Context: an optimization exercise on an open-source flow, tuned for a short achievable clock period. The choices shown serve that exercise and are no tape-out recipe.
The RTL was checked by simulation tests, not by an equivalence proof against the original design.
Power and IR drop assume default switching activity.

== job 5775 ==
## cap_pipe_top
module cap_pipe_top (
    input  wire logic                CLK,
    input  wire logic                rst_n,
    input  wire logic                insn_valid,
    input  wire logic [31:0]         insn,
    output logic                     retire_valid,
    output logic [38:0]              retire    
);
    localparam int W     = 32;
    localparam int CAP_W = 32 + 1;
    logic is_addi, is_inc, is_sub, is_mov, is_clr, is_gt, legal;
    insn_decoder decoder_i (
        .insn    (insn),
        .is_addi (is_addi),
        .is_inc  (is_inc),
        .is_sub  (is_sub),
        .is_mov  (is_mov),
        .is_clr  (is_clr),
        .is_gt   (is_gt),
        .legal   (legal)
    );
    logic [5-1:0] rd, rs1, rs2;
    assign rd  = insn[11:7];
    assign rs1 = insn[19:15];
    assign rs2 = insn[24:20];
    logic                 s1_valid, s1_wr;
    logic [5-1:0] s1_rd;
    logic                 s2_valid, s2_wr;
    logic [5-1:0] s2_rd;
    logic [5-1:0] s3_wrd;
    logic a_f, a_r, a_w, a_g, b_f, b_r, b_w, b_g;
    logic m1a, m2a, m3a, m1b, m2b, m3b;
    logic use_b;
    logic fa, fb;
    assign m1a = s1_valid & s1_wr & (s1_rd == rs1);
    assign m2a = s2_valid & s2_wr & (s2_rd == rs1);
    assign m3a = (s3_wrd == rs1) & (rs1 != '0);
    assign m1b = s1_valid & s1_wr & (s1_rd == rs2);
    assign m2b = s2_valid & s2_wr & (s2_rd == rs2);
    assign m3b = (s3_wrd == rs2) & (rs2 != '0);
    assign use_b = is_inc | is_sub;
    assign a_f   = m1a;
    assign a_r   = ~m1a & m2a;
    assign a_w   = ~m1a & ~m2a & m3a;
    assign a_g   = ~m1a & ~m2a & ~m3a;
    assign b_f   = m1b;
  ...
export LEC_CHECK = 0
export CAP_MARGIN = 20
export CORE_MARGIN = 2
export CORE_UTILIZATION = 55
export GPL_ROUTABILITY_DRIVEN = 0
export SETUP_SLACK_MARGIN = 3.5
export SLEW_MARGIN = 20
export TNS_END_PERCENT = 100
create_clock -name core_clock -period 6.0 [get_ports {CLK}]
run.sh (not shown) runs the stock make flow with config.mk's settings and CLKGATE_MAP_FILE= SYNTH_SCRIPT=/design/flow/synth_recipe.tcl, a recipe that flattens the netlist after the stock synthesis.
Setup changes, job 5775 to job 5189
- clearing GPL_ROUTABILITY_DRIVEN, which used to be 0
Notes after the runs:
For job 5189, the slowest library cell on the worst path was sky130_fd_sc_hd__dfxtp_1, unlike job 5775, where it was sky130_fd_sc_hd__buf_6. Where worst-case vdd ir drop is concerned, job 5775 is outperformed by job 5189. Relative to job 5775, buffering overhead increased by 0.18 points in job 5189. Measured against each other, job 5775 and job 5189 differ in minimum setup slack in the final design, the higher figure coming from job 5189. Status: number of placed cells counting well taps parity (job 5189, job 5775). Job 5189 ends up with lower critical path depth than job 5775 does.
Setup changes, job 5189 to job 5131
- CORE_UTILIZATION now 58, was 55
Results
The via count of the first global-routing pass was comparable across job 5131 and job 5189.
Sort job 5131 and job 5189 by minimum period implied by the final worst setup slack, ascending, and job 5189 comes first.
Job 5131 -> job 5189: required time of the worst setup path flat
Job 5189 has a lower post-layout utilization of the core than job 5131.
Against job 5189, job 5131 comes in 2.5 points higher on overall routing resource usage.
Delta (job 5131 minus job 5189): post-placement setup slack went up; number of clock buffers in the layout decreased 3; area growth from synthesis to layout went down by 0.32 points.

* * *

cap_pipe_top again, from the RTL that the note above started with.
// cap_pipe_top
module cap_pipe_top (
    input  wire logic                CLK,
    input  wire logic                rst_n,
    input  wire logic                insn_valid,
    input  wire logic [31:0]         insn,
    output logic                     retire_valid,
    output logic [38:0]              retire    
);
clock: 6.0 ns
lec_check: 0
cap_margin: 20
core_margin: 2
core_utilization: 55
setup_slack_margin: 3.5
slew_margin: 20
tns_end_percent: 100
standard.sh (not shown) runs the stock make flow with config.mk's settings and CLKGATE_MAP_FILE= SYNTH_SCRIPT=/design/flow/synth_recipe.tcl, a recipe that flattens the netlist after the stock synthesis.
==> flow/flow/run.sh <==
#!/bin/bash
set -euo pipefail
cd "$(dirname "$0")/.."
export BUFFER_PORTS_ARGS="-buffer_cell sky130_fd_sc_hd__buf_4"
bash standard.sh finish > standard_flow.log 2>&1
Change:
==> flow/run.sh (new file) <==
#!/bin/bash
# synth_recipe.tcl (not shown) runs the flow's synth.tcl, then flattens the netlist and writes it again
# the make line also repeats each setting of config.mk as NAME=value (left out here)
make -C /OpenROAD-flow-scripts/flow DESIGN_CONFIG=/design/flow/config.mk WORK_HOME=/design/flow/orfs CLKGATE_MAP_FILE= SYNTH_SCRIPT=/design/flow/synth_recipe.tcl finish
CORE_UTILIZATION = 50   (was 55)
removed: flow/flow/run.sh
removed: flow/standard.sh
The changed run finished with timing, DRC and antenna clean. Die area climbs by 9.9%. Core utilization went down by 5.3 points. Count of clock-buffer cells in the layout is higher by 7. Final area rises by 1.3%. Final cell count increases by 2.9%. Fmax came out lower by 1.4%.

==> separate check: timing with driven ports <==
In the flow no input, the clock included, has a driving cell. The finished layouts below were timed again as built, in two steps.
Step 1: set_driving_cell puts a clkbuf_16 on CLK and a buf_2 on each other input, an assumption about the parent block.
Step 2 also shifts input and output timing later by t, the mid clock arrival at the registers, as if the neighbouring blocks saw the same clock.
Slacks: no drivers / after step 1 / after step 2; pairs: no drivers / after step 1.
run	shift t [ns]	slack for setup (ns)	worst setup path after step 2	slew at the worst register clock pin (ns)
job 5775	0.900	3.426 / 3.402 / 2.662	input to register	0.07 / 0.07
job 5189	0.887	3.461 / 3.417 / 2.607	input to register	0.07 / 0.07
job 5131	0.871	3.392 / 3.392 / 2.638	input to register	0.07 / 0.07
the first run of note 2	0.889	3.377 / 3.377 / 2.620	input to register	0.07 / 0.07
the second run of note 2	0.887	3.339 / 3.259 / 2.645	input to register	0.06 / 0.06
After both steps every run listed still meets setup and hold. The setup slack of job 5189, which loses most, moves by -0.044 ns with the drivers and by -0.854 ns with both steps.
